What follows belongs to an exercise in optimizing a design on an open flow for small area, a short achievable clock period and few clock cycles per item; a production flow would make more cautious choices.
Only simulation tests tie the RTL to the original design; equivalence was not proved.

==> design.v <==
`default_nettype none
package cwc_pkg;
  localparam int TIME_W    = 32;   
  localparam int REG_W     = 16;   
  localparam int WIN_W     = 32;   
  localparam int FRAC_W    = 16;
  localparam int QUO_W     = 17;   
  localparam int REP_W     = 19;   
  localparam int CHUNK_W   = 8;    
  localparam int CFG_IDX_W = 2;
  localparam logic [REG_W-1:0] RST_TIMEOUT_LIMIT = 16'd90;
  localparam logic [REG_W-1:0] RST_INIT_WINDOW   = 16'd13;
  localparam logic [REG_W-1:0] RST_INIT_THRESH   = 16'd1000;
  localparam logic [CFG_IDX_W-1:0] REG_TIMEOUT_LIMIT = 2'd0;
  localparam logic [CFG_IDX_W-1:0] REG_INIT_WINDOW   = 2'd1;
  localparam logic [CFG_IDX_W-1:0] REG_INIT_THRESH   = 2'd2;
  localparam logic [1:0] PH_IDLE  = 2'd0;   
  localparam logic [1:0] PH_START = 2'd1;   
  localparam logic [1:0] PH_DIV   = 2'd2;   
  localparam logic [1:0] PH_ADD   = 2'd3;   
endpackage
`default_nettype wire
`default_nettype none
import cwc_pkg::*;
module cwc_recip (
  input  wire logic              clk,
  input  wire logic              start,
  input  wire logic              start_next,
  input  wire logic              load,
  input  wire logic [WIN_W:0]    load_val,
  input  wire logic [WIN_W-1:0]  divisor,
  output logic                   done,
  output logic                   zero,
  output logic                   ge,       
  output logic      [WIN_W:0]    sum       
);
  localparam int M0 = FRAC_W / 2;    
  localparam int NP = WIN_W / 2;
  localparam int XW = WIN_W + 4;
  logic [WIN_W:0]   rem_r;     
  logic [QUO_W+1:0] q_r;       
  logic [NP-1:M0-1] above;     
  logic [NP-1:M0]   pair;      
  logic             low;
  logic [WIN_W:0]   oh;        
  logic [QUO_W+1:0] mark;      
  logic [XW-1:0]    x, a1, a3, w3, w3_r;
  logic [WIN_W+1:0] a2;
  logic             c1, c2, c3, last;
  logic [1:0]       dig;
  logic [WIN_W-1:0] rn;
  always_comb begin
    above[NP-1] = 1'b0;
    for (int m = NP - 2; m >= M0 - 1; m--)
      above[m] = above[m+1] | divisor[2*m+2] | divisor[2*m+3];
    for (int m = M0; m < NP; m++)
      pair[m] = (divisor[2*m] | divisor[2*m+1]) & !above[m];
    zero = !above[M0-1] && (divisor[FRAC_W-1:0] == '0);
    low  = !above[M0-1] && !zero;
    oh   = '0;
    for (int m = M0; m < NP; m++) begin
      oh[2*m+1] = oh[2*m+1] | (divisor[2*m+1] & !above[m]);
      oh[2*m-1] = oh[2*m-1] | (divisor[2*m] & !divisor[2*m+1] & !above[m]);
    end
    oh[2*M0-1]  = oh[2*M0-1] | low;
    oh[WIN_W-1] = oh[WIN_W-1] | zero;
    mark = '0;
    for (int j = 2*M0 - 1; j < WIN_W; j += 2) mark[j-(2*M0-1)] = oh[j];
    w3  = XW'(divisor) + XW'({divisor, 1'b0});
    x   = XW'({rem_r, 1'b0});
    a1  = (x | XW'(1)) + ~(XW'(divisor));
    a2  = {1'b0, rem_r} - {2'b00, divisor};
    a3  = x - w3_r;
    c1  = !a1[XW-1];
    c2  = !a2[WIN_W+1];
    c3  = !a3[XW-1];
    rn  = c3 ? a3[WIN_W-1:0] :
          c2 ? {a2[WIN_W-2:0], 1'b0} :
          c1 ? a1[WIN_W-1:0] : x[WIN_W-1:0];
    dig  = {c2, c3 | (c1 & !c2)};
    last = q_r[QUO_W-1];
  end
  always_ff @(posedge clk) begin
    w3_r <= (start || start_next) ? {1'b0, {(XW-1){1'b1}}} : w3;
    if (start) begin
      rem_r <= oh;
      q_r   <= zero ? {1'b1, {(QUO_W+1){1'b0}}} : mark;
    end else if (start_next) begin
      rem_r <= oh;
      q_r   <= mark;
    end else begin
      if (load)             rem_r <= load_val;
      else if (!q_r[QUO_W+1]) rem_r <= last ? ~((WIN_W+1)'({q_r[QUO_W-2:0], dig})) : {rn, 1'b0};
      if (!q_r[QUO_W+1]) q_r <= {q_r[QUO_W-1:0], dig};
    end
  end
  assign done = q_r[QUO_W+1];
  assign ge   = c2;
  assign sum  = ~a2[WIN_W:0];
endmodule
`default_nettype wire
`default_nettype none
import cwc_pkg::*;
module congestion_window_controller (
  input  wire logic                 clk,
  input  wire logic                 rst_n,
  input  wire logic                 in_tvalid,
  output logic                      in_tready,
  input  wire logic [63:0]          in_tdata,    
  output logic                      out_tvalid,
  input  wire logic                 out_tready,
  output logic      [15:0]          out_tdata,   
  output logic      [1:0]           out_tuser,   
  input  wire logic                 cfg_valid,
  output logic                      cfg_ready,
  input  wire logic [CFG_IDX_W-1:0] cfg_index,
  input  wire logic [REG_W-1:0]     cfg_data
);
  localparam logic [WIN_W-1:0] WIN_MAX = '1;
  localparam int NCHUNK = TIME_W / CHUNK_W;
  logic [WIN_W-1:0]  win_r;       
  logic [WIN_W-1:0]  thr_r;       
  logic [REG_W-1:0]  lim_r;       
  logic              avoid_r;     
  logic              sz_r;
  logic [REP_W-1:0]  rep_r;
  logic [1:0]        ph_r;
  logic [$clog2(NCHUNK)-1:0] ser_cnt_r;    
  logic [$clog2(NCHUNK)-1:0] ser_idx_r;    
  logic              ser_v_r;     
  logic [CHUNK_W-1:0] ser_rtt_r;
  logic              ser_done_r;  
  logic              ser_b1_r;    
  logic              ser_b2_r;    
  logic              cur_tout_r;  
  logic              out_v_r;
  logic              out_tout_r;
  logic              add_halve_r;  
  logic              add_go_r;     
  logic              rc_start, rc_next, rc_load, rc_done, rc_zero, rc_ge;
  logic [WIN_W:0]    rc_load_val;
  logic [WIN_W:0]    rc_sum;
  cwc_recip u_recip (
    .clk        (clk),
    .start      (rc_start),
    .start_next (rc_next),
    .load       (rc_load),
    .load_val   (rc_load_val),
    .divisor    (win_r),
    .done       (rc_done),
    .zero       (rc_zero),
    .ge         (rc_ge),
    .sum        (rc_sum)
  );
  logic [CHUNK_W-1:0] ser_a, ser_s, ser_l;
  logic [CHUNK_W+1:0] ser_r, ser_d;
  logic               tout;
  logic [REP_W-1:0]   rep_x, rep_sum;
  logic [REP_W:0]     rep_sum2;
  logic               rep_cin, rep_sat, rep_clear, halve, slow, win_gt_thr;
  logic [WIN_W-1:0]   win_sum_sat, win_other, win_d;
  logic               win_sel_sum;
  logic               eval, finish, fast, take, recip, to_add;
  always_comb begin
    ser_a    = in_tdata[TIME_W + CHUNK_W*ser_cnt_r +: CHUNK_W];
    ser_s    = in_tdata[CHUNK_W*ser_cnt_r +: CHUNK_W];
    ser_l    = (32'(ser_idx_r) < REG_W / CHUNK_W) ? lim_r[CHUNK_W*ser_idx_r[0] +: CHUNK_W] : '0;
    ser_r    = {1'b0, ser_a, 1'b0} - {1'b0, ser_s, ser_b1_r};
    ser_d    = {1'b0, ser_rtt_r, 1'b0} - {1'b0, ser_l, ser_b2_r};
    tout     = !ser_b2_r;
    eval     = (ph_r == PH_IDLE) && ser_done_r && !out_v_r;
    halve    = tout && sz_r;
    finish   = (ph_r == PH_DIV) && rc_done && !out_v_r;
    fast     = finish && ser_done_r && avoid_r && !halve;
    take     = eval || fast;
    win_gt_thr = !rc_ge;
    slow     = !tout && !avoid_r;
    recip    = avoid_r || (slow && win_gt_thr);
    to_add   = halve || (slow && !win_gt_thr);
    rc_start = (ph_r == PH_START);
    rc_next  = fast;
    rc_load  = (ph_r == PH_IDLE) || (ph_r == PH_ADD) || (finish && !fast);
    rc_load_val = (eval && to_add) ? ~((WIN_W+1)'(halve ? 2'd3 : 2'd2) << FRAC_W) :
                                     {1'b0, thr_r};
    win_sel_sum = finish || (ph_r == PH_ADD);
    win_sum_sat = rc_sum[WIN_W-1:0] |
                  {WIN_W{rc_sum[WIN_W] || (rc_zero && (ph_r == PH_DIV))}};
    if (cfg_valid && cfg_index == REG_INIT_WINDOW) win_other = WIN_W'(cfg_data) << FRAC_W;
    else if (eval && halve)                        win_other = win_r >> 1;
    else                                           win_other = win_r;
    win_d = win_sel_sum ? win_sum_sat : win_other;
    rep_sat   = !rep_r[REP_W-1] && rep_r[REP_W-2];
    if ((ph_r == PH_IDLE) && halve) begin
      rep_x   = ~(REP_W'(win_r[WIN_W-1:15]));
      rep_cin = ~|win_r[14:0];
    end else begin
      rep_x   = (sz_r && rep_sat) ? '0 : REP_W'(3);
      rep_cin = 1'b0;
    end
    rep_sum2  = {rep_r, 1'b1} + {rep_x, rep_cin};
    rep_sum   = rep_sum2[REP_W:1];
    rep_clear = !sz_r && !rep_r[REP_W-1];
  end
  assign in_tready = take;
  always_ff @(posedge clk) begin
    if (!rst_n) begin
      thr_r      <= WIN_W'(RST_INIT_THRESH) << FRAC_W;
      sz_r       <= 1'b1;
      rep_r      <= '0;
      lim_r      <= RST_TIMEOUT_LIMIT;
      avoid_r    <= 1'b0;
      ph_r       <= PH_IDLE;
      out_v_r    <= 1'b0;
      ser_cnt_r  <= '0;
      ser_v_r    <= 1'b0;
      ser_done_r <= 1'b0;
      ser_b1_r   <= 1'b0;
      ser_b2_r   <= 1'b0;
    end else begin
      if (take) begin
        ser_cnt_r  <= '0;
        ser_v_r    <= 1'b0;
        ser_done_r <= 1'b0;
        ser_b1_r   <= 1'b0;
        ser_b2_r   <= 1'b0;
      end else begin
        if (in_tvalid && !ser_done_r && !(ser_v_r && 32'(ser_idx_r) == NCHUNK - 1)) begin
          ser_cnt_r <= ser_cnt_r + 1'b1;
          ser_b1_r  <= ser_r[CHUNK_W+1];
          ser_v_r   <= 1'b1;
        end else begin
          ser_v_r   <= 1'b0;
        end
        if (ser_v_r) begin
          ser_b2_r   <= ser_d[CHUNK_W+1];
          ser_done_r <= (32'(ser_idx_r) == NCHUNK - 1);
        end
      end
      if (take && tout) begin
        if (halve) begin
          sz_r  <= (win_r == '0);
          rep_r <= rep_sum;
        end else if (rep_clear) begin
          sz_r  <= 1'b1;
          rep_r <= '0;
        end else begin
          rep_r <= rep_sum;
        end
      end else if (ph_r == PH_ADD && add_halve_r) begin
        rep_r <= rep_sum;
      end
      if (out_tready) out_v_r <= 1'b0;
      unique case (ph_r)
        PH_IDLE: begin
          if (eval) begin
            if (halve) begin
              avoid_r <= 1'b0;
              thr_r   <= win_r >> 1;
            end else if (slow && win_gt_thr) begin
              avoid_r <= 1'b1;
            end
            if (to_add)     ph_r <= PH_ADD;
            else if (recip) ph_r <= PH_START;
            else            out_v_r <= 1'b1;
          end
        end
        PH_ADD: begin
          if (add_go_r) ph_r <= PH_START;
          else begin
            ph_r    <= PH_IDLE;
            out_v_r <= 1'b1;
          end
        end
        PH_START: ph_r <= PH_DIV;
        PH_DIV: begin
          if (finish) begin
            out_v_r <= 1'b1;
            if (!fast) ph_r <= PH_IDLE;
          end
        end
        default: ph_r <= PH_IDLE;
      endcase
      if (cfg_valid) begin
        unique case (cfg_index)
          REG_TIMEOUT_LIMIT: lim_r <= cfg_data;
          REG_INIT_THRESH:   thr_r <= WIN_W'(cfg_data) << FRAC_W;
          default: ;
        endcase
      end
    end
  end
  always_ff @(posedge clk) begin
    if (!rst_n) win_r <= WIN_W'(RST_INIT_WINDOW) << FRAC_W;
    else        win_r <= win_d;
  end
  always_ff @(posedge clk) begin
    ser_rtt_r <= ser_r[CHUNK_W:1];
    ser_idx_r <= ser_cnt_r;
    if (take) cur_tout_r <= tout;
    if (eval && !to_add && !recip)             out_tout_r <= tout;
    else if (finish || (ph_r == PH_ADD && !add_go_r)) out_tout_r <= cur_tout_r;
    if (eval) begin
      add_halve_r <= halve;
      add_go_r    <= halve && avoid_r;
    end
  end
  assign cfg_ready  = 1'b1;
  assign out_tvalid = out_v_r;
  assign out_tdata  = win_r[WIN_W-1:FRAC_W];
  assign out_tuser  = {out_tout_r, avoid_r};
endmodule
`default_nettype wire
==> flow/run.sh <==
#!/bin/bash
# The standard layout (the standard.sh, unchanged synthesis and steps), with the ports
# buffered by a plain buffer (sky130_fd_sc_hd__buf_2) instead of the delay cell buffer_ports
# picks by itself. Every tool's output goes to standard.log here; ORFS's own step logs are under
# orfs/logs/.
set -euo pipefail
export BUFFER_PORTS_ARGS="-buffer_cell sky130_fd_sc_hd__buf_2"
bash standard.sh > standard.log 2>&1
==> standard.sh <==
#!/bin/bash
# synth_recipe.tcl (not shown) runs the flow's synth.tcl, then flattens the netlist and writes it again
# the make line also repeats each setting of config.mk as NAME=value (left out here)
make -C /OpenROAD-flow-scripts/flow DESIGN_CONFIG=/design/flow/config.mk WORK_HOME=/design/flow/orfs CLKGATE_MAP_FILE= SYNTH_SCRIPT=/design/flow/synth_recipe.tcl "${@:-finish}"
==> config.mk <==
export PLATFORM = sky130hd
export DESIGN_NAME = congestion_window_controller
export DESIGN_NICKNAME = congestion_window_controller
export VERILOG_FILES = /design/flow/design.v
export SDC_FILE = /design/flow/constraint.sdc
export NUM_CORES = 4
export LEC_CHECK = 0
export CAP_MARGIN = 20
export CORE_MARGIN = 2
export CORE_UTILIZATION = 40
export SETUP_SLACK_MARGIN = 2.0
export SLEW_MARGIN = 20
==> constraint.sdc <==
create_clock -name core_clock -period 6.0 [get_ports {clk}]
set_input_delay 1.2000 -clock core_clock [delete_from_list [all_inputs] [get_ports {clk}]]
set_output_delay 1.2000 -clock core_clock [all_outputs]
set_load 0.01 [all_outputs]
==> results of run 1 <==
layout make-up:
cell class | count | area, µm² | share of cell area (%)
multi-input cells | 1847 | 12900 | 63.4
flip-flops and latches | 210 | 4510 | 22.2
clock buffers | 38 | 811 | 3.99
inverters | 129 | 484 | 2.39
repair buffers | 136 | 781 | 3.85
clock inverters | 11 | 86.3 | 0.425
well taps | 600 | 751 | 3.70
final timing paths:
check	to	slack (ps)	cells past startpoint
worst min register to register	lim_r[2]$_SDFFE_PN0P_	460	2
worst max-delay path	u_recip.rem_r[15]$_DFFE_PP_	2100	7
worst max register to register	u_recip.rem_r[15]$_DFFE_PP_	2100	7
worst min-delay path	lim_r[2]$_SDFFE_PN0P_	460	2
cell families (layout without fill, tap and decap cells):
group / after synthesis / in the layout / synth area share [%]
flip-flops: 210 / 210 / 24.5
adder cells (fa/ha/maj): 197 / 197 / 13.7
buffers and inverters: 242 / 314 / 6.00
multiplexers: 32 / 32 / 2.83
XOR/XNOR: 125 / 125 / 5.96
AO/OA/AOI/OAI: 784 / 786 / 29.0
other: 1 / 1 / 0.0204
AND/OR/NAND/NOR: 706 / 706 / 18.0
worst reg2reg max path: cells and delay by family (launching register included):
kind | cells | cell delay [ps]
simple gates | 3 | 1660
compound gates | 1 | 660
buf+inv | 2 | 510
flops | 1 | 390
fa+ha+maj | 1 | 330
cell usage in the layout, fill, tap and decap left out, drive strengths merged, types with 8 or more instances in the layout:
| cell type | n |
|---|---|
| o22ai | 20 |
| nor2 | 144 |
| dfxtp | 180 |
| nor2b | 29 |
| a221oi | 17 |
| o21a | 27 |
| or3 | 16 |
| o211ai | 42 |
| a21oi | 214 |
| o221ai | 11 |
| clkinv | 8 |
| o21ai | 152 |
| clkbuf | 38 |
| mux2i | 16 |
| or2 | 16 |
| ha | 191 |
| o211a | 9 |
| o21bai | 16 |
| and3 | 18 |
| buf | 136 |
| nand3 | 58 |
| edfxtp | 30 |
| and2 | 24 |
| a211oi | 25 |
| a21o | 78 |
| nand4 | 16 |
| nor3 | 49 |
| a31oi | 30 |
| a211o | 10 |
| and4 | 8 |
| mux4 | 16 |
| nand2b | 32 |
| nand2 | 272 |
| a22oi | 16 |
| nor4 | 8 |
| xnor2 | 79 |
| o31ai | 16 |
| xor2 | 46 |
| inv | 130 |
| a21boi | 17 |
through the flow:
stage               util, %  hold slack (ps)
floorplan                 -              329
global placement       42.4              448
detailed placement     42.4              455
CTS                    44.4              466
global route           44.7              489
finish                 44.7              462
registers in the layout (all words and copies together), names as in the netlist, 2 cells and up:
name / count
u_recip.q_r: 18
win_r: 32
ser_idx_r: 2
thr_r: 32
ser_cnt_r: 2
u_recip.rem_r: 33
ph_r: 2
ser_rtt_r: 8
u_recip.w3_r: 35
lim_r: 16
rep_r: 19
metal layers:
metal,vias to the layer above,track usage (%),part of all wire (%)
met5,-,0,0.018
met4,2,9.18,3.5
met3,120,4.72,9.5
met2,878,44.0,44
met1,8659,38.8,43
li1,8519,-,-
repair_timing:
item | CTS | global route
gates cloned | 0 | 2
buffers inserted | 0 | 9
pin swaps | 0 | 4
gates resized for setup | 3 | 18
setup endpoints to repair | 20 | 39
==> impl_summary.txt, run 1 <==
----------------------------------------------------
[Run status]
  Run status ... no timing/DRC/antenna violations

[Finish]
  # diodes ... 0
  Number of fill cells in the layout ... 4549
  Layout overhead on the synthesized area ... 10.4%
  Final design area excluding fillers ... 20300 µm²
  Fraction of layout cells with a size suffix above 1 ... 12.1%
  Net count reported at finish ... 2635
  Post-layout instance count excluding filler cells ... 2971

[Drt]
  Iteration count of the initial detailed-routing pass ... 6
  Mean number of vias per cell ... 6.12
  Drt first-iter violations ... 1750
  Count of nets left with antenna violations after detail routing ... 0
  Total routed wirelength ... 68100 µm
  Final routed DRC violation total ... 0
  WL per Instance ... 22.9 µm
  Number of vias in the routed layout ... 18200

[Die]
  Chip width ... 218 µm
  DIE HEIGHT ... 218 µm
  Total number of placement rows ... 78
  Number of placed I/O pins ... 108
  Die footprint ... 47700 µm²
  Core outline area ... 45400 µm²
  Starting Density ... 40.5%

[Yosys]
  Synth Register Bits ... 210
  Primary flip-flop cell chosen by synthesis mapping ... sky130_fd_sc_hd__dfxtp_1
  Synth top area share ... 19.6%
  Synthesized instance count ... 2297
  Cell area after technology mapping ... 18400 µm²
  Cell accounting for the most synthesized area ... sky130_fd_sc_hd__dfxtp_1
  Post-synthesis sequential area ratio ... 24.5%
  Top cells by count, synth ... sky130_fd_sc_hd__nand2_1, sky130_fd_sc_hd__a21oi_1, sky130_fd_sc_hd__ha_1
  Mean cell area of the mapped netlist ... 8.00 µm²
  Number of enable-type register cells in the synthesized netlist ... 30
  Most common cell in the synthesized netlist ... sky130_fd_sc_hd__nand2_1
  Syn nets ... 2581
  Unique cell type count in the Yosys netlist ... 106
  Async set-reset flop share out of synthesis ... 0%
  Synthesis warning total ... 2
  Top post-synthesis cells by area ... sky130_fd_sc_hd__dfxtp_1, sky130_fd_sc_hd__ha_1, sky130_fd_sc_hd__a21oi_1

[GRT]
  Maximum number of pins on one net before global-route repair ... 43
  Antenna violations before repair ... 3
  Number of global-route vias before repair ... 17400
  Final global-route overflow total ... 0
  First-pass GRT wire length ... 103000 µm
  Combined global-route utilization of all metal layers ... 28.0%

[Place]
  Routability congestion estimate ... 0.995
  Pre-CTS WS ... 1640 ps
  Post-placement cell area ... 19200 µm²
  Port-buffer cells ... 106
  Dpl hpwl ... 52600 µm
  Placed cell count ... 2911

[Timing]
  Total of endpoints with negative setup slack in the final report ... 0
  Upper clock frequency limit ... 257 MHz
  Clock skew ... 38.6 ps
  Share of the clock period used by the worst path ... 64.9%
  Post-layout minimum cycle time ... 3900 ps
  Accumulated negative setup slack ... 0 ps
  PnR worst setup slack ... 2100 ps
  Number of hold violations in the final report ... 0
  Final Max Slew Viols ... 0
  Max-slew headroom ... 30.7%
  RSZ-0062 raised after global routing ... yes
  Slew @ Worst Pin ... 1030 ps

[Setup path]
  Worst setup path startpoint ... ph_r[0]$_SDFFE_PN0P_
  Critical register-to-register path startpoint ... ph_r[0]$_SDFFE_PN0P_
  Top Family by Delay on Critical Path ... simple AND/OR/NAND/NOR gates
  Crit-path max cell delay ... 690 ps
  Critical path type ... reg -> reg
  Launching element type of the critical path ... register
  Worst Path Arrival ... 4100 ps
  Top fanout value on the critical path ... 15
  Bufs and invs on worst path ... 2
  Slowest CP cell ... sky130_fd_sc_hd__nand2_1
  Top cell by count, worst path ... sky130_fd_sc_hd__inv_1
  Ordered cell list for the critical path ... inv_1 -> ha_1 -> nand3b_1 -> o21a_1 -> nand2_1 -> nor2_1 -> inv_1
  Data required time of the critical path ... 6210 ps
  Worst Setup End Kind ... register

[Clocking]
  Number of levels the H-tree was split into ... 1
  Max Buffers Root-to-Sink ... 3
  Number of sinks driven by the clock tree ... 210
  Clock latency on the worst-skew pair ... 590 ps
  Num CTS Buffers ... 27
  CTS Hold Bufs ... 0
  Clock root cell ... sky130_fd_sc_hd__clkbuf_16
  CTS tree ... built
  Clock-pin slew on the worst setup and hold paths ... 60 ps

[Flow run]
  Count of max-cap constraint violations ... 0

[Worst hold path]
  Source of the worst hold timing path ... lim_r[2]$_SDFFE_PN0P_
  Class of the worst hold path ... reg -> reg

----------------------------------------------------
Testbench counts, summed over its fixed seeds: cycles 76,194, items 9,378.
==> run 2, diff against run 1 <==
--- a/config.mk
+++ b/config.mk
@@ -8,5 +8,5 @@
 export CAP_MARGIN = 20
 export CORE_MARGIN = 2
 export CORE_UTILIZATION = 40
-export SETUP_SLACK_MARGIN = 2.0
+export SETUP_SLACK_MARGIN = 3.0
 export SLEW_MARGIN = 20
==> impl_summary.txt, run 2 <==
----------------------------------------------------
[Setup path]
  Critical path type ... reg -> reg
  Worst Path Arrival ... 3710 ps
  Worst Setup End Kind ... register
  Launching element type of the critical path ... register
  Ordered cell list for the critical path ... inv_4 -> ha_4 -> nand2_4 -> clkinvlp_4 -> buf_6 -> a21oi_4 -> inv_2 -> fa_2 -> nor2b_1 -> o21ai_1 -> a21o_1 -> a31oi_4 -> o31ai_4 -> o21ai_2 -> nand2b_1 -> o21ai_1 -> xor2_1 -> o21ai_1
  Slowest CP cell ... sky130_fd_sc_hd__fa_2
  Top fanout value on the critical path ... 4
  Critical register-to-register path startpoint ... ph_r[1]$_SDFFE_PN0P_
  Crit-path max cell delay ... 390 ps
  Top cell by count, worst path ... sky130_fd_sc_hd__o21ai_1
  Worst setup path startpoint ... ph_r[1]$_SDFFE_PN0P_
  Data required time of the critical path ... 6510 ps

[Worst hold path]
  Source of the worst hold timing path ... lim_r[0]$_SDFFE_PN0P_
  Class of the worst hold path ... reg -> reg

[Finish]
  Number of fill cells in the layout ... 3974
  Net count reported at finish ... 2907
  Leading cell type in the layout, fill and taps excluded ... sky130_fd_sc_hd__nand2_1
  Post-layout instance count excluding filler cells ... 3244
  Flip-flop count of the largest register after layout ... 35
  Layout overhead on the synthesized area ... 39.1%
  Most frequent cells in the layout ... sky130_fd_sc_hd__nand2_1, sky130_fd_sc_hd__buf_4, sky130_fd_sc_hd__a21oi_1
  Register with the most flip-flops ... u_recip.w3_r
  FF+latch area ... 4650 µm²
  # diodes ... 0
  Fraction of layout cells with a size suffix above 1 ... 36.8%
  Area of the multi-input gates ... 15400 µm²
  Biggest registers after layout ... u_recip.w3_r x35, u_recip.rem_r x33
  Final design area excluding fillers ... 25600 µm²

[Place]
  Pre-CTS WS ... 1800 ps
  Post-placement cell area ... 19300 µm²
  Port-buffer cells ... 106
  Dpl hpwl ... 54200 µm
  Placed cell count ... 2909
  Routability congestion estimate ... 0.968

[Yosys]
  Primary flip-flop cell chosen by synthesis mapping ... sky130_fd_sc_hd__dfxtp_1
  Cell accounting for the most synthesized area ... sky130_fd_sc_hd__dfxtp_1
  Async set-reset flop share out of synthesis ... 0%
  Mean cell area of the mapped netlist ... 8.00 µm²
  Post-synthesis sequential area ratio ... 24.5%
  Unique cell type count in the Yosys netlist ... 106
  Synth top area share ... 19.6%
  Syn nets ... 2581
  Number of enable-type register cells in the synthesized netlist ... 30
  Synthesis warning total ... 2
  Most common cell in the synthesized netlist ... sky130_fd_sc_hd__nand2_1
  Top post-synthesis cells by area ... sky130_fd_sc_hd__dfxtp_1, sky130_fd_sc_hd__ha_1, sky130_fd_sc_hd__a21oi_1
  Top cells by count, synth ... sky130_fd_sc_hd__nand2_1, sky130_fd_sc_hd__a21oi_1, sky130_fd_sc_hd__ha_1
  Synth Register Bits ... 210
  Synthesized instance count ... 2297
  Cell area after technology mapping ... 18400 µm²

[Flow run]
  Count of max-cap constraint violations ... 0

[Drt]
  Iteration count of the initial detailed-routing pass ... 9
  WL per Instance ... 24.5 µm
  Mean number of vias per cell ... 6.22
  Total routed wirelength ... 79500 µm
  Drt first-iter violations ... 2227
  Count of nets left with antenna violations after detail routing ... 0
  Number of vias in the routed layout ... 20200
  Final routed DRC violation total ... 0

[Die]
  DIE HEIGHT ... 218 µm
  Die footprint ... 47700 µm²
  Chip width ... 218 µm
  Core outline area ... 45400 µm²
  Starting Density ... 40.5%
  Total number of placement rows ... 78
  Number of placed I/O pins ... 108

[Clocking]
  Clock root cell ... sky130_fd_sc_hd__clkbuf_16
  Max Buffers Root-to-Sink ... 3
  Num CTS Buffers ... 27
  Number of levels the H-tree was split into ... 1
  Number of sinks driven by the clock tree ... 210
  CTS Hold Bufs ... 0
  CTS tree ... built
  Clock latency on the worst-skew pair ... 580 ps
  Clock-pin slew on the worst setup and hold paths ... 60 ps

[Timing]
  PnR worst setup slack ... 2800 ps
  Total of endpoints with negative setup slack in the final report ... 0
  Accumulated negative setup slack ... 0 ps
  Slew @ Worst Pin ... 1120 ps
  Share of the clock period used by the worst path ... 53.3%
  RSZ-0062 raised after global routing ... yes
  Final Max Slew Viols ... 0
  Upper clock frequency limit ... 312 MHz
  Number of hold violations in the final report ... 0
  Post-layout minimum cycle time ... 3200 ps
  Max-slew headroom ... 25.3%
  Clock skew ... 19.4 ps

[GRT]
  Combined global-route utilization of all metal layers ... 31.0%
  GRT met3 Usage ... 5.98%
  Antenna violations before repair ... 2
  Met2 capacity usage during global routing ... 49.7%
  First-pass GRT wire length ... 114000 µm
  Most Used Layer, Global Route ... met2
  Maximum number of pins on one net before global-route repair ... 74
  Number of global-route vias before repair ... 19000
  Met1 capacity usage during global routing ... 41.1%
  Final global-route overflow total ... 0

[Run status]
  Run status ... no timing/DRC/antenna violations

----------------------------------------------------
==> run 2: cell types whose count changed in the layout (fill, tap and decap cells not counted), sizes merged, moves of 2 or more <==
| cell | delta |
|---|---|
| clkbuf | +3 |
| buf | +262 |
| inv | -13 |
| clkinvlp | +13 |
| nand2 | +3 |
| o311a | +2 |
==> run 2: final timing paths <==
path,end,slack [ps],cells after the start
hold / removal,lim_r[0]$_SDFFE_PN0P_,460,2
hold reg to reg,lim_r[0]$_SDFFE_PN0P_,460,2
setup / recovery,rep_r[17]$_SDFFE_PN0P_,2800,18
setup reg to reg,rep_r[17]$_SDFFE_PN0P_,2800,18
==> run 2: kinds of logic after synthesis <==
family	after synthesis	share of synthesized area, %
other	1	0.0204
muxes	32	2.83
DFF	210	24.5
buffers and inverters	242	6.00
and+or+nand+nor	706	18.0
AOI/OAI and AO/OA	784	29.0
adders and majority gates	197	13.7
xor gates and xnor gates	125	5.96
==> run 2: worst max-delay path: cells and delay by family, from the launching register on <==
| family | cells | cell delay, ps |
|---|---|---|
| AO/OA/AOI/OAI | 8 | 1260 |
| AND/OR/NAND/NOR | 3 | 340 |
| flip-flops | 1 | 360 |
| XOR/XNOR | 1 | 140 |
| buffers and inverters | 4 | 490 |
| adder cells (fa/ha/maj) | 2 | 560 |
==> run 2: cell type report <==
class                      count  share of cell area (%)
multi-input combinational   1853                    60.2
sequential                   210                    18.2
timing repair buffer         402                    13.0
clock buffer                  38                    3.12
tap                          600                    2.94
inverter                     129                    2.17
clock inverter                12                   0.455
==> run 2: per-layer routing <==
metal	routed length (µm)	vias up
li1	-	9083
met1	31900	9726
met2	35300	1126
met3	8500	253
met4	3790	0
met5	0	-
==> run 2: repair_timing <==
action / in CTS / in global routing
resized for setup: 363 / 315
endpoints found under the setup margin: 144 / 112
gates cloned: 10 / 5
pin swaps: 103 / 192
buffers inserted: 142 / 128
==> run 2: metrics by stage <==
stage | hold slack (ps) | util (%)
global route | 486 | 56.3
floorplan | 329 | -
CTS | 462 | 51.1
finish | 465 | 56.3
detailed placement | 454 | 42.6
global placement | 442 | 42.6
==> run 3, diff against run 2 <==
--- a/config.mk
+++ b/config.mk
@@ -8,5 +8,5 @@
 export CAP_MARGIN = 20
 export CORE_MARGIN = 2
 export CORE_UTILIZATION = 40
-export SETUP_SLACK_MARGIN = 3.0
+export SETUP_SLACK_MARGIN = 2.5
 export SLEW_MARGIN = 20
==> impl_summary.txt, run 3 <==
----------------------------------------------------
[Run status]
  Run status ... no timing/DRC/antenna violations

[Flow run]
  Count of max-cap constraint violations ... 0

[Drt]
  Count of nets left with antenna violations after detail routing ... 0
  Mean number of vias per cell ... 6.12
  Drt first-iter violations ... 1687
  Iteration count of the initial detailed-routing pass ... 6
  Number of vias in the routed layout ... 18400
  Total routed wirelength ... 68300 µm
  Final routed DRC violation total ... 0
  WL per Instance ... 22.7 µm

[Finish]
  Register with the most flip-flops ... u_recip.w3_r
  Flip-flop count of the largest register after layout ... 35
  Number of fill cells in the layout ... 4527
  Most frequent cells in the layout ... sky130_fd_sc_hd__nand2_1, sky130_fd_sc_hd__a21oi_1, sky130_fd_sc_hd__ha_1
  Fraction of layout cells with a size suffix above 1 ... 17.2%
  Net count reported at finish ... 2673
  Final design area excluding fillers ... 21300 µm²
  Biggest registers after layout ... u_recip.w3_r x35, u_recip.rem_r x33
  # diodes ... 0
  Layout overhead on the synthesized area ... 15.6%
  Post-layout instance count excluding filler cells ... 3010
  Leading cell type in the layout, fill and taps excluded ... sky130_fd_sc_hd__nand2_1
  Final Core Density ... 46.8%

[GRT]
  Maximum number of pins on one net before global-route repair ... 70
  Combined global-route utilization of all metal layers ... 27.8%
  Antenna violations before repair ... 2
  First-pass GRT wire length ... 103000 µm
  Number of global-route vias before repair ... 17500
  Final global-route overflow total ... 0

[Setup path]
  Top cell by count, worst path ... sky130_fd_sc_hd__buf_12
  Launching element type of the critical path ... register
  Slowest CP cell ... sky130_fd_sc_hd__dfxtp_2
  Critical register-to-register path startpoint ... win_r[24]$_SDFFE_PN0P_
  Slack of the worst reg-to-reg path ... 2530 ps
  Worst Path Arrival ... 3920 ps
  Crit-path max cell delay ... 460 ps
  Ordered cell list for the critical path ... clkinvlp_4 -> ha_1 -> and3_2 -> and3_1 -> a22oi_2 -> a211oi_2 -> a211oi_4 -> buf_12 -> o211ai_4 -> buf_12 -> o21ai_0 -> o221ai_1 -> o221a_2
  Crit Reg-Reg Endpoint ... u_recip.rem_r[3]$_SDFFE_PP0P_
  Top fanout value on the critical path ... 12
  Data required time of the critical path ... 6450 ps
  Cell count of the worst reg-to-reg path ... 13
  Critical path type ... reg -> reg
  Worst Setup End Kind ... register
  Worst setup path startpoint ... win_r[24]$_SDFFE_PN0P_

[Timing]
  Accumulated negative setup slack ... 0 ps
  Max-slew headroom ... 28.2%
  Post-layout minimum cycle time ... 3470 ps
  Final Max Slew Viols ... 0
  Clock skew ... 36.9 ps
  Total of endpoints with negative setup slack in the final report ... 0
  Number of hold violations in the final report ... 0
  Share of the clock period used by the worst path ... 57.8%
  RSZ-0062 raised after global routing ... yes
  Upper clock frequency limit ... 288 MHz
  Slew @ Worst Pin ... 1080 ps

[Die]
  Chip width ... 218 µm
  DIE HEIGHT ... 218 µm
  Core outline area ... 45400 µm²
  Starting Density ... 40.5%
  Number of placed I/O pins ... 108
  Die footprint ... 47700 µm²
  Total number of placement rows ... 78

[Clocking]
  Clock latency on the worst-skew pair ... 590 ps
  Max Buffers Root-to-Sink ... 3
  CTS tree ... built
  Clock-pin slew on the worst setup and hold paths ... 60 ps
  Clock root cell ... sky130_fd_sc_hd__clkbuf_16
  CTS Hold Bufs ... 0
  Number of levels the H-tree was split into ... 1
  Number of sinks driven by the clock tree ... 210
  Num CTS Buffers ... 27

[Yosys]
  Main combinational cell family by area after synthesis ... compound AO/OA/AOI/OAI gates
  Compound-cell area share of the yosys netlist ... 29.0%
  Synthesis warning total ... 2
  Synth Register Bits ... 210
  Top post-synthesis cells by area ... sky130_fd_sc_hd__dfxtp_1, sky130_fd_sc_hd__ha_1, sky130_fd_sc_hd__a21oi_1
  Unique cell type count in the Yosys netlist ... 106
  Number of enable-type register cells in the synthesized netlist ... 30
  Mean cell area of the mapped netlist ... 8.00 µm²
  Most common cell in the synthesized netlist ... sky130_fd_sc_hd__nand2_1
  XOR/XNOR Fraction of Synth Area ... 5.96%
  Synthesized instance count ... 2297
  Syn nets ... 2581
  Async set-reset flop share out of synthesis ... 0%
  Multiplexer area fraction after synthesis ... 2.83%
  Synth top area share ... 19.6%
  Simple-gate portion of the synthesized area ... 18.0%
  Top cells by count, synth ... sky130_fd_sc_hd__nand2_1, sky130_fd_sc_hd__a21oi_1, sky130_fd_sc_hd__ha_1
  Primary flip-flop cell chosen by synthesis mapping ... sky130_fd_sc_hd__dfxtp_1
  Cell area after technology mapping ... 18400 µm²
  Cell accounting for the most synthesized area ... sky130_fd_sc_hd__dfxtp_1
  Adder-cell share of the synthesized area ... 13.7%
  Post-synthesis sequential area ratio ... 24.5%

[Place]
  Routability congestion estimate ... 0.964
  Post-placement cell area ... 19200 µm²
  Dpl hpwl ... 52100 µm
  Placed cell count ... 2914
  Port-buffer cells ... 106

[Worst hold path]
  Worst min-delay path endpoint ... lim_r[0]$_SDFFE_PN0P_
  Class of the worst hold path ... reg -> reg
  Cell depth of the worst min-delay path ... 2
  Source of the worst hold timing path ... lim_r[0]$_SDFFE_PN0P_

----------------------------------------------------
==> run 3: cell counts after synthesis <==
Identical to the previous run, type by type.
==> run 3: final cells by class <==
cell class                 count  area [µm²]  share of cell area (%)
clock buffer                  37         795                    3.74
clock inverter                13         151                   0.712
inverter                     129         503                    2.37
multi-input combinational   1847       13300                    62.7
sequential                   210        4560                    21.4
tap                          600         751                    3.53
timing repair buffer         174        1160                    5.48
==> run 3: timing repair <==
action / CTS / global route
setup endpoints to repair: 86 / 95
cloned: 2 / 3
pin swaps: 9 / 15
resized for setup: 60 / 98
buffers inserted: 17 / 24
==> run 3: critical path: cells and delay by family, from the launching register on <==
kind	cells	cell delay, ps
AO/OA/AOI/OAI	7	1450
AND/OR/NAND/NOR	2	450
buffers and inverters	3	580
adder cells (fa/ha/maj)	1	370
flip-flops	1	460
==> run 3: how the worst max path moves through the flow <==
| stage | endpoint | slack [ps] |
|---|---|---|
| floorplan | ser_b1_r$_SDFFE_PP0P_ | 2540 |
| global placement | rep_r[18]$_SDFFE_PN0P_ | 1930 |
| detailed placement | rep_r[18]$_SDFFE_PN0P_ | 1810 |
| CTS | u_recip.rem_r[25]$_DFFE_PP_ | 2500 |
| global route | u_recip.rem_r[25]$_DFFE_PP_ | 2400 |
| finish | u_recip.rem_r[3]$_SDFFE_PP0P_ | 2530 |
==> run 3: cell families after synthesis <==
kind of cell,count (synthesis)
xor gates and xnor gates,125
DFF,210
muxes,32
other,1
buffers and inverters,242
and+or+nand+nor,706
adders and majority gates,197
AOI/OAI and AO/OA,784
==> run 3: per-stage QoR <==
stage	setup WS (ps)	hold WS [ps]
floorplan	2540	329
global placement	1930	450
detailed placement	1810	457
CTS	2500	467
global route	2400	490
finish	2530	464
==> run 3: per-layer routing <==
layer | GRT usage, % | up-vias | share of wire, %
li1 | - | 8594 | -
met1 | 38.0 | 8832 | 43
met2 | 44.5 | 847 | 44
met3 | 4.73 | 147 | 9.2
met4 | 9.00 | 0 | 3.9
met5 | 0 | - | 0
==> run 4, diff against run 3 <==
--- a/config.mk
+++ b/config.mk
@@ -8,5 +8,7 @@
 export CAP_MARGIN = 20
 export CORE_MARGIN = 2
 export CORE_UTILIZATION = 40
+export CTS_BUF_LIST = sky130_fd_sc_hd__clkbuf_4 sky130_fd_sc_hd__clkbuf_8
+export CTS_CLUSTER_SIZE = 20
 export SETUP_SLACK_MARGIN = 2.5
 export SLEW_MARGIN = 20
==> impl_summary.txt, run 4 <==
----------------------------------------------------
[Clocking]
  Number of sinks driven by the clock tree ... 210
  Max Buffers Root-to-Sink ... 3
  Num CTS Buffers ... 43
  CTS tree ... built
  Number of levels the H-tree was split into ... 2
  Clock-pin slew on the worst setup and hold paths ... 80 ps
  Clock latency on the worst-skew pair ... 650 ps
  Clock root cell ... sky130_fd_sc_hd__clkbuf_8

[GRT]
  Maximum number of pins on one net before global-route repair ... 70
  First-pass GRT wire length ... 103000 µm
  Combined global-route utilization of all metal layers ... 28.2%
  Number of global-route vias before repair ... 17700
  Antenna violations before repair ... 1
  Final global-route overflow total ... 0

[Worst hold path]
  Class of the worst hold path ... reg -> reg
  Source of the worst hold timing path ... lim_r[0]$_SDFFE_PN0P_

[Die]
  Die footprint ... 47700 µm²
  Core outline area ... 45400 µm²
  Total number of placement rows ... 78
  Starting Density ... 40.5%
  Chip width ... 218 µm
  Number of placed I/O pins ... 108
  DIE HEIGHT ... 218 µm

[Finish]
  Number of fill cells in the layout ... 4532
  Register with the most flip-flops ... u_recip.w3_r
  Layout overhead on the synthesized area ... 16.0%
  Biggest registers after layout ... u_recip.w3_r x35, u_recip.rem_r x33
  Net count reported at finish ... 2692
  Final design area excluding fillers ... 21300 µm²
  Flip-flop count of the largest register after layout ... 35
  Leading cell type in the layout, fill and taps excluded ... sky130_fd_sc_hd__nand2_1
  Most frequent cells in the layout ... sky130_fd_sc_hd__nand2_1, sky130_fd_sc_hd__a21oi_1, sky130_fd_sc_hd__ha_1
  Post-layout instance count excluding filler cells ... 3041
  FF+latch area ... 4560 µm²
  # diodes ... 0
  Area of the multi-input gates ... 13300 µm²
  Fraction of layout cells with a size suffix above 1 ... 18.8%

[Timing]
  Accumulated negative setup slack ... 0 ps
  Share of the clock period used by the worst path ... 58.1%
  Clock skew ... 40.7 ps
  Slew @ Worst Pin ... 1080 ps
  Number of hold violations in the final report ... 0
  RSZ-0062 raised after global routing ... yes
  Total of endpoints with negative setup slack in the final report ... 0
  Max-slew headroom ... 28.0%
  Post-layout minimum cycle time ... 3480 ps
  Final Max Slew Viols ... 0
  Min Hold Slack ... 464 ps
  Upper clock frequency limit ... 287 MHz

[Place]
  Routability congestion estimate ... 0.964
  Dpl hpwl ... 52100 µm
  Placed cell count ... 2914
  Port-buffer cells ... 106
  Post-placement cell area ... 19200 µm²

[Drt]
  Iteration count of the initial detailed-routing pass ... 7
  Number of vias in the routed layout ... 18500
  Total routed wirelength ... 69100 µm
  Count of nets left with antenna violations after detail routing ... 0
  Mean number of vias per cell ... 6.10
  Drt first-iter violations ... 1725
  WL per Instance ... 22.7 µm
  Final routed DRC violation total ... 0

[Setup path]
  Critical path type ... reg -> reg
  Worst setup path startpoint ... u_recip.rem_r[22]$_SDFFE_PP0P_
  Top fanout value on the critical path ... 20
  Data required time of the critical path ... 6560 ps
  Launching element type of the critical path ... register
  Worst Setup End Kind ... register
  Critical register-to-register path startpoint ... u_recip.rem_r[22]$_SDFFE_PP0P_
  Worst Path Arrival ... 4040 ps

[Run status]
  Run status ... no timing/DRC/antenna violations

[Yosys]
  Top cells by count, synth ... sky130_fd_sc_hd__nand2_1, sky130_fd_sc_hd__a21oi_1, sky130_fd_sc_hd__ha_1
  Mean cell area of the mapped netlist ... 8.00 µm²
  Synth top area share ... 19.6%
  Syn nets ... 2581
  Synthesized instance count ... 2297
  Synth Register Bits ... 210
  Cell area after technology mapping ... 18400 µm²
  Cell accounting for the most synthesized area ... sky130_fd_sc_hd__dfxtp_1
  Most common cell in the synthesized netlist ... sky130_fd_sc_hd__nand2_1
  Unique cell type count in the Yosys netlist ... 106
  Primary flip-flop cell chosen by synthesis mapping ... sky130_fd_sc_hd__dfxtp_1
  Post-synthesis sequential area ratio ... 24.5%
  Synthesis warning total ... 2
  Async set-reset flop share out of synthesis ... 0%
  Number of enable-type register cells in the synthesized netlist ... 30
  Top post-synthesis cells by area ... sky130_fd_sc_hd__dfxtp_1, sky130_fd_sc_hd__ha_1, sky130_fd_sc_hd__a21oi_1

[Flow run]
  Count of max-cap constraint violations ... 0

----------------------------------------------------
[run 4: kinds of logic (layout without fill, tap and decap cells)]
group | count (synthesis) | in the layout | synth area share, %
flops | 210 | 210 | 24.5
mux | 32 | 32 | 2.83
fa+ha+maj | 197 | 197 | 13.7
buf+inv | 242 | 384 | 6.00
xor+xnor | 125 | 125 | 5.96
other cells | 1 | 1 | 0.0204
simple gates | 706 | 706 | 18.0
compound gates | 784 | 786 | 29.0
[run 4: per-layer routing]
| layer | vias to the layer above | routed length (µm) | GRT usage (%) |
|---|---|---|---|
| met3 | 153 | 6190 | 4.83 |
| met4 | 0 | 2830 | 9.91 |
| li1 | 8647 | - | - |
| met2 | 854 | 30400 | 44.6 |
| met1 | 8887 | 29700 | 38.5 |
| met5 | - | 0 | 0 |
[run 4: cell type report]
class	instances	area share, %
clock inverters	16	0.804
flip-flops and latches	210	21.4
clock buffers	62	3.77
well taps	600	3.52
inverters	129	2.36
multi-input cells	1847	62.5
repair buffers	177	5.62
[run 4: final timing paths]
check,cells past startpoint,slack [ps],to
worst max-delay path,12,2520,u_recip.rem_r[32]$_SDFFE_PP0P_
worst min-delay path,2,460,lim_r[0]$_SDFFE_PN0P_
worst max register to register,12,2520,u_recip.rem_r[32]$_SDFFE_PP0P_
worst min register to register,2,460,lim_r[0]$_SDFFE_PN0P_
[run 4: worst max-delay path: stages, from the launching register on]
cell,delay (ps)
sky130_fd_sc_hd__dfxtp_1,560
sky130_fd_sc_hd__ha_1,370
sky130_fd_sc_hd__and3_2,290
sky130_fd_sc_hd__and3_1,200
sky130_fd_sc_hd__a22oi_2,230
sky130_fd_sc_hd__a211oi_2,150
sky130_fd_sc_hd__a211oi_4,310
sky130_fd_sc_hd__buf_12,190
sky130_fd_sc_hd__buf_8,220
sky130_fd_sc_hd__o21ai_0,150
sky130_fd_sc_hd__nor4b_1,380
sky130_fd_sc_hd__a2111oi_2,100
sky130_fd_sc_hd__o32ai_1,240
[run 4: what timing repair did]
item / CTS / global route
setup buffers: 19 / 24
gates resized for setup: 67 / 101
setup endpoints to repair: 95 / 95
hold endpoints to repair: 0 / 0
gates cloned: 2 / 4
pin swaps: 10 / 18
hold buffers: 0 / 0
[run 4: metrics by stage]
step	worst slack (ps)	util [%]
3_3_place_gp	1930	42.4
5_1_grt	2330	47.0
4_1_cts	2500	45.5
6_report	2520	47.0
3_5_place_dp	1810	42.4
2_1_floorplan	2540	-
==> run 5, diff against run 4 <==
--- a/config.mk
+++ b/config.mk
@@ -10,5 +10,5 @@
 export CORE_UTILIZATION = 40
 export CTS_BUF_LIST = sky130_fd_sc_hd__clkbuf_4 sky130_fd_sc_hd__clkbuf_8
 export CTS_CLUSTER_SIZE = 20
-export SETUP_SLACK_MARGIN = 2.5
+export SETUP_SLACK_MARGIN = 2.75
 export SLEW_MARGIN = 20
==> impl_summary.txt, run 5 <==
----------------------------------------------------
[Clocking]
  Clock root cell ... sky130_fd_sc_hd__clkbuf_8
  Clock latency on the worst-skew pair ... 630 ps
  Clock-pin slew on the worst setup and hold paths ... 60 ps
  Number of sinks driven by the clock tree ... 210
  CTS tree ... built
  Number of levels the H-tree was split into ... 2
  CTS Hold Bufs ... 0
  Max Buffers Root-to-Sink ... 3
  Num CTS Buffers ... 42

[Worst hold path]
  Cell depth of the worst min-delay path ... 2
  Worst min-delay path endpoint ... lim_r[15]$_SDFFE_PN0P_
  Class of the worst hold path ... reg -> reg
  Source of the worst hold timing path ... lim_r[15]$_SDFFE_PN0P_

[Setup path]
  Critical register-to-register path startpoint ... win_r[25]$_SDFFE_PN0P_
  Worst Setup End Kind ... register
  Top fanout value on the critical path ... 7
  Slack of the worst reg-to-reg path ... 2680 ps
  Critical path type ... reg -> reg
  Cell count of the worst reg-to-reg path ... 14
  Launching element type of the critical path ... register
  Worst Path Arrival ... 3690 ps
  Data required time of the critical path ... 6370 ps
  Crit Reg-Reg Endpoint ... u_recip.rem_r[25]$_DFFE_PP_

[Drt]
  Mean number of vias per cell ... 6.09
  Drt first-iter violations ... 1840
  Final routed DRC violation total ... 0
  WL per Instance ... 22.9 µm
  Iteration count of the initial detailed-routing pass ... 7
  Number of vias in the routed layout ... 18900
  Total routed wirelength ... 71400 µm
  Count of nets left with antenna violations after detail routing ... 0

[Yosys]
  Cell accounting for the most synthesized area ... sky130_fd_sc_hd__dfxtp_1
  Top cells by count, synth ... sky130_fd_sc_hd__nand2_1, sky130_fd_sc_hd__a21oi_1, sky130_fd_sc_hd__ha_1
  Unique cell type count in the Yosys netlist ... 106
  Syn nets ... 2581
  Synthesized instance count ... 2297
  Most common cell in the synthesized netlist ... sky130_fd_sc_hd__nand2_1
  Primary flip-flop cell chosen by synthesis mapping ... sky130_fd_sc_hd__dfxtp_1
  Synth Register Bits ... 210
  Number of enable-type register cells in the synthesized netlist ... 30
  Async set-reset flop share out of synthesis ... 0%
  Cell area after technology mapping ... 18400 µm²
  Top post-synthesis cells by area ... sky130_fd_sc_hd__dfxtp_1, sky130_fd_sc_hd__ha_1, sky130_fd_sc_hd__a21oi_1
  Post-synthesis sequential area ratio ... 24.5%
  Synth top area share ... 19.6%
  Mean cell area of the mapped netlist ... 8.00 µm²
  Synthesis warning total ... 2

[Die]
  Chip width ... 218 µm
  DIE HEIGHT ... 218 µm
  Number of placed I/O pins ... 108
  Die footprint ... 47700 µm²
  Total number of placement rows ... 78
  Core outline area ... 45400 µm²
  Starting Density ... 40.5%

[Run status]
  Run status ... no timing/DRC/antenna violations

[Finish]
  Leading cell type in the layout, fill and taps excluded ... sky130_fd_sc_hd__nand2_1
  Most frequent cells in the layout ... sky130_fd_sc_hd__nand2_1, sky130_fd_sc_hd__a21oi_1, sky130_fd_sc_hd__ha_1
  Layout overhead on the synthesized area ... 25.1%
  Register with the most flip-flops ... u_recip.w3_r
  Flip-flop count of the largest register after layout ... 35
  Biggest registers after layout ... u_recip.w3_r x35, u_recip.rem_r x33
  Net count reported at finish ... 2761
  Number of fill cells in the layout ... 4252
  Final Core Density ... 50.7%
  Fraction of layout cells with a size suffix above 1 ... 26.8%

[Timing]
  Min Hold Slack ... 466 ps
  Number of hold violations in the final report ... 0
  Upper clock frequency limit ... 301 MHz
  Clock skew ... 37.2 ps
  Share of the clock period used by the worst path ... 55.4%
  Total of endpoints with negative setup slack in the final report ... 0
  RSZ-0062 raised after global routing ... yes
  Accumulated negative setup slack ... 0 ps
  Post-layout minimum cycle time ... 3320 ps
  Final Max Slew Viols ... 0
  Max-slew headroom ... 23.9%
  Slew @ Worst Pin ... 1130 ps

[Place]
  Port-buffer cells ... 106
  Dpl hpwl ... 51900 µm
  Routability congestion estimate ... 0.967

[GRT]
  Maximum number of pins on one net before global-route repair ... 46
  Number of global-route vias before repair ... 18100
  Combined global-route utilization of all metal layers ... 28.9%
  Final global-route overflow total ... 0
  First-pass GRT wire length ... 106000 µm
  Antenna violations before repair ... 3

[Flow run]
  Count of max-cap constraint violations ... 0

----------------------------------------------------
-- run 5: cell counts after synthesis --
Identical to the previous run, type by type.
-- run 5: area by class of cell --
cell class | count | area [µm²] | area share, %
multi-input combinational | 1846 | 14200 | 61.9
sequential | 210 | 4630 | 20.1
timing repair buffer | 248 | 1860 | 8.11
clock buffer | 60 | 776 | 3.37
tap | 600 | 751 | 3.26
inverter | 129 | 538 | 2.34
clock inverter | 14 | 196 | 0.854
antenna | 3 | 7.51 | 0.0326
-- run 5: how the worst max path moves through the flow --
stage | endpoint | start | depth (start not counted)
after floorplan | ser_b1_r$_SDFFE_PP0P_ | in_tdata[56] | 12
after global placement | u_recip.rem_r[3]$_SDFFE_PP0P_ | win_r[22]$_SDFFE_PN0P_ | 13
after detailed placement | rep_r[17]$_SDFFE_PN0P_ | sz_r$_SDFFE_PN1P_ | 17
after CTS | rep_r[17]$_SDFFE_PN0P_ | ph_r[1]$_SDFFE_PN0P_ | 17
after global routing | u_recip.rem_r[25]$_DFFE_PP_ | win_r[25]$_SDFFE_PN0P_ | 14
final | u_recip.rem_r[25]$_DFFE_PP_ | win_r[25]$_SDFFE_PN0P_ | 14
-- run 5: per-stage QoR --
step           cell area, µm²  setup slack [ps]  std cells
2_1_floorplan           18400              2650       2297
3_3_place_gp            19200              1850       2914
3_5_place_dp            19200              1770       2914
4_1_cts                 21600              2600       3043
5_1_grt                 23000              2590       3107
6_report                23000              2680       3110
-- run 5: logic make-up after synthesis --
family / after synthesis / synth area share, %
mux: 32 / 2.83
xor+xnor: 125 / 5.96
buf+inv: 242 / 6.00
other cells: 1 / 0.0204
compound gates: 784 / 29.0
simple gates: 706 / 18.0
fa+ha+maj: 197 / 13.7
flops: 210 / 24.5
-- run 5: critical path: stages, from the launching register on --
cell and delay (ps):
sky130_fd_sc_hd__dfxtp_4 410, sky130_fd_sc_hd__clkinvlp_4 170, sky130_fd_sc_hd__buf_4 210, sky130_fd_sc_hd__ha_1 390
sky130_fd_sc_hd__and3_1 240, sky130_fd_sc_hd__nand2_1 80, sky130_fd_sc_hd__o21ai_0 170, sky130_fd_sc_hd__nand3_1 150
sky130_fd_sc_hd__o21a_4 180, sky130_fd_sc_hd__buf_4 160, sky130_fd_sc_hd__buf_4 140, sky130_fd_sc_hd__o211ai_1 270
sky130_fd_sc_hd__o21ai_0 140, sky130_fd_sc_hd__mux2i_1 290, sky130_fd_sc_hd__o41ai_2 90
-- run 5: repair_timing --
item,in CTS,in global routing
pin swaps,33,85
resized for setup,201,206
buffers inserted,50,62
gates cloned,5,2
setup endpoints to repair,110,103
-- run 5: layer usage --
metal	up-vias	share of wire, %	GRT usage (%)
met3	197	10	6.17
met4	2	3.8	10.9
met2	992	45	45.9
met5	-	0.025	0
met1	8969	41	38.3
li1	8787	-	-
==> run 6, diff against run 5 <==
--- a/config.mk
+++ b/config.mk
@@ -8,7 +8,5 @@
 export CAP_MARGIN = 20
 export CORE_MARGIN = 2
 export CORE_UTILIZATION = 40
-export CTS_BUF_LIST = sky130_fd_sc_hd__clkbuf_4 sky130_fd_sc_hd__clkbuf_8
-export CTS_CLUSTER_SIZE = 20
 export SETUP_SLACK_MARGIN = 2.75
 export SLEW_MARGIN = 20
==> impl_summary.txt, run 6 <==
----------------------------------------------------
[Clocking]
  Num CTS Buffers ... 26
  CTS Hold Bufs ... 0
  Max Buffers Root-to-Sink ... 3
  Clock root cell ... sky130_fd_sc_hd__clkbuf_16
  Number of sinks driven by the clock tree ... 210
  Number of levels the H-tree was split into ... 1
  CTS tree ... built
  Clock latency on the worst-skew pair ... 560 ps
  Clock-pin slew on the worst setup and hold paths ... 60 ps

[Finish]
  Fraction of layout cells with a size suffix above 1 ... 24.2%
  Number of fill cells in the layout ... 4298
  Net count reported at finish ... 2726
  Most frequent cells in the layout ... sky130_fd_sc_hd__nand2_1, sky130_fd_sc_hd__a21oi_1, sky130_fd_sc_hd__ha_1
  Layout overhead on the synthesized area ... 22.5%
  Final Core Density ... 49.6%
  Register with the most flip-flops ... u_recip.w3_r
  # diodes ... 0
  Biggest registers after layout ... u_recip.w3_r x35, u_recip.rem_r x33
  Leading cell type in the layout, fill and taps excluded ... sky130_fd_sc_hd__nand2_1
  Flip-flop count of the largest register after layout ... 35

[Timing]
  Upper clock frequency limit ... 306 MHz
  Final Max Slew Viols ... 0
  Clock skew ... 14.1 ps
  Accumulated negative setup slack ... 0 ps
  RSZ-0062 raised after global routing ... yes
  Total of endpoints with negative setup slack in the final report ... 0
  Min Hold Slack ... 468 ps
  Share of the clock period used by the worst path ... 54.4%
  Post-layout minimum cycle time ... 3270 ps
  Number of hold violations in the final report ... 0
  Max-slew headroom ... 23.4%
  Slew @ Worst Pin ... 1140 ps

[GRT]
  First-pass GRT wire length ... 105000 µm
  Maximum number of pins on one net before global-route repair ... 46
  Combined global-route utilization of all metal layers ... 28.4%
  Antenna violations before repair ... 3
  Final global-route overflow total ... 0
  Number of global-route vias before repair ... 17900

[Flow run]
  Count of max-cap constraint violations ... 0

[Yosys]
  Synthesized instance count ... 2297
  Cell accounting for the most synthesized area ... sky130_fd_sc_hd__dfxtp_1
  Async set-reset flop share out of synthesis ... 0%
  Most common cell in the synthesized netlist ... sky130_fd_sc_hd__nand2_1
  Post-synthesis sequential area ratio ... 24.5%
  Primary flip-flop cell chosen by synthesis mapping ... sky130_fd_sc_hd__dfxtp_1
  Syn nets ... 2581
  Number of enable-type register cells in the synthesized netlist ... 30
  Synth top area share ... 19.6%
  Synth Register Bits ... 210
  Synthesis warning total ... 2
  Top cells by count, synth ... sky130_fd_sc_hd__nand2_1, sky130_fd_sc_hd__a21oi_1, sky130_fd_sc_hd__ha_1
  Unique cell type count in the Yosys netlist ... 106
  Mean cell area of the mapped netlist ... 8.00 µm²
  Top post-synthesis cells by area ... sky130_fd_sc_hd__dfxtp_1, sky130_fd_sc_hd__ha_1, sky130_fd_sc_hd__a21oi_1
  Cell area after technology mapping ... 18400 µm²

[Drt]
  Mean number of vias per cell ... 6.12
  Drt first-iter violations ... 2088
  WL per Instance ... 23.0 µm
  Iteration count of the initial detailed-routing pass ... 6
  Count of nets left with antenna violations after detail routing ... 0
  Total routed wirelength ... 70400 µm
  Number of vias in the routed layout ... 18700
  Final routed DRC violation total ... 0

[Setup path]
  Data required time of the critical path ... 6470 ps
  Launching element type of the critical path ... register
  Worst Setup End Kind ... register
  Worst Path Arrival ... 3730 ps
  Ordered cell list for the critical path ... clkinvlp_4 -> ha_1 -> and4_1 -> and3_1 -> a22oi_2 -> a211oi_2 -> a211oi_4 -> buf_12 -> buf_4 -> o21ai_0 -> nor4b_2 -> a2111oi_4 -> o32ai_1
  Top Family by Delay on Critical Path ... compound AO/OA/AOI/OAI gates
  Slowest CP cell ... sky130_fd_sc_hd__nor4b_2
  Bufs and invs on worst path ... 3
  Crit-path max cell delay ... 420 ps
  Critical path type ... reg -> reg
  Top fanout value on the critical path ... 7

[Die]
  DIE HEIGHT ... 218 µm
  Starting Density ... 40.5%
  Total number of placement rows ... 78
  Core outline area ... 45400 µm²
  Die footprint ... 47700 µm²
  Chip width ... 218 µm
  Number of placed I/O pins ... 108

[Place]
  Port-buffer cells ... 106
  Routability congestion estimate ... 0.967
  Dpl hpwl ... 51900 µm

[Worst hold path]
  Class of the worst hold path ... reg -> reg

[Run status]
  Run status ... no timing/DRC/antenna violations

----------------------------------------------------
-- run 6: cell counts after synthesis --
No cell type changed its count.
-- run 6: layer usage --
layer | vias to the layer above | wire length (µm) | GRT usage (%)
li1 | 8709 | - | -
met1 | 8908 | 29800 | 38.2
met2 | 945 | 31500 | 46.1
met3 | 174 | 6310 | 4.36
met4 | 2 | 2720 | 9.86
met5 | - | 18 | 0
-- run 6: worst paths after layout --
kind / cells after the start / to / slack [ps] / start
setup reg to reg: 13 / u_recip.rem_r[32]$_SDFFE_PP0P_ / 2730 / win_r[25]$_SDFFE_PN0P_
setup / recovery: 13 / u_recip.rem_r[32]$_SDFFE_PP0P_ / 2730 / win_r[25]$_SDFFE_PN0P_
hold reg to reg: 2 / lim_r[15]$_SDFFE_PN0P_ / 470 / lim_r[15]$_SDFFE_PN0P_
hold / removal: 2 / lim_r[15]$_SDFFE_PN0P_ / 470 / lim_r[15]$_SDFFE_PN0P_
-- run 6: area by class of cell --
cell class	instances	area, µm²	area share, %
multi-input combinational	1846	14000	62.2
timing repair buffer	229	1700	7.57
sequential	210	4610	20.5
clock inverter	10	126	0.561
tap	600	751	3.33
inverter	129	531	2.36
clock buffer	38	790	3.51
-- run 6: what timing repair did --
| item | 4_1_cts | 5_1_grt |
|---|---|---|
| resized for setup | 194 | 144 |
| setup buffers | 56 | 39 |
| pin swaps | 39 | 55 |
| gates cloned | 5 | 0 |
| setup endpoints to repair | 108 | 105 |
-- run 6: tightest hold or removal path, stage by stage (launching register included) --
cell,delay [ps]
sky130_fd_sc_hd__dfxtp_1,310
sky130_fd_sc_hd__nand2_1,50
sky130_fd_sc_hd__a21boi_0,60
-- run 6: through the flow --
step	setup slack (ps)	instances	area, µm²
2_1_floorplan	2650	2297	18400
3_5_place_dp	1770	2914	19200
4_1_cts	2670	3023	21600
5_1_grt	2610	3062	22500
3_3_place_gp	1850	2914	19200
6_report	2730	3062	22500
-- run 6: kinds of logic (layout without fill, tap and decap cells) --
logic type                 count (synthesis)  after routing  share of synthesized area, %
other                                      1              1                        0.0204
and+or+nand+nor                          706            706                          18.0
muxes                                     32             32                          2.83
DFF                                      210            210                          24.5
buffers and inverters                    242            406                          6.00
xor gates and xnor gates                 125            125                          5.96
AOI/OAI and AO/OA                        784            785                          29.0
adders and majority gates                197            197                          13.7

## port drivers added, routing unchanged
The flow's constraints put no driver on any port. The routed layouts listed below were extracted and timed again, unchanged, in two steps. Step 1, drivers: a clkbuf_16 drives clk and a buf_2 each remaining input, both assumed. Step 2 times the ports against the registers' clock, not the clock port: input delays grow and output delays shrink by t, the midpoint of the rising clock arrivals with the driver on. a / b / c = ideal ports / drivers / drivers and shift; a / b = the first two.
run | t (ns) | slack for setup (ns) | hold slack, ns | worst register clock-pin slew, ns | worst data-port slew with drivers (ns)
run 1 | 0.622 | 2.105 / 2.105 / 2.067 | 0.462 / 0.462 / 0.462 | 0.06 / 0.06 | 0.05
run 2 | 0.633 | 2.799 / 2.799 / 2.382 | 0.465 / 0.465 / 0.465 | 0.07 / 0.07 | 0.06
run 3 | 0.625 | 2.530 / 2.495 / 2.258 | 0.464 / 0.464 / 0.464 | 0.07 / 0.07 | 0.04
run 4 | 0.683 | 2.516 / 2.516 / 2.204 | 0.464 / 0.464 / 0.464 | 0.08 / 0.08 | 0.04
run 5 | 0.659 | 2.677 / 2.677 / 2.330 | 0.466 / 0.466 / 0.466 | 0.07 / 0.07 | 0.04
run 6 | 0.615 | 2.735 / 2.735 / 2.355 | 0.468 / 0.468 / 0.468 | 0.07 / 0.07 | 0.04
After both steps every run listed still meets setup and hold. For run 2, which loses most, drivers alone change the setup slack by 0.000 ns; drivers and shift together by -0.417 ns.
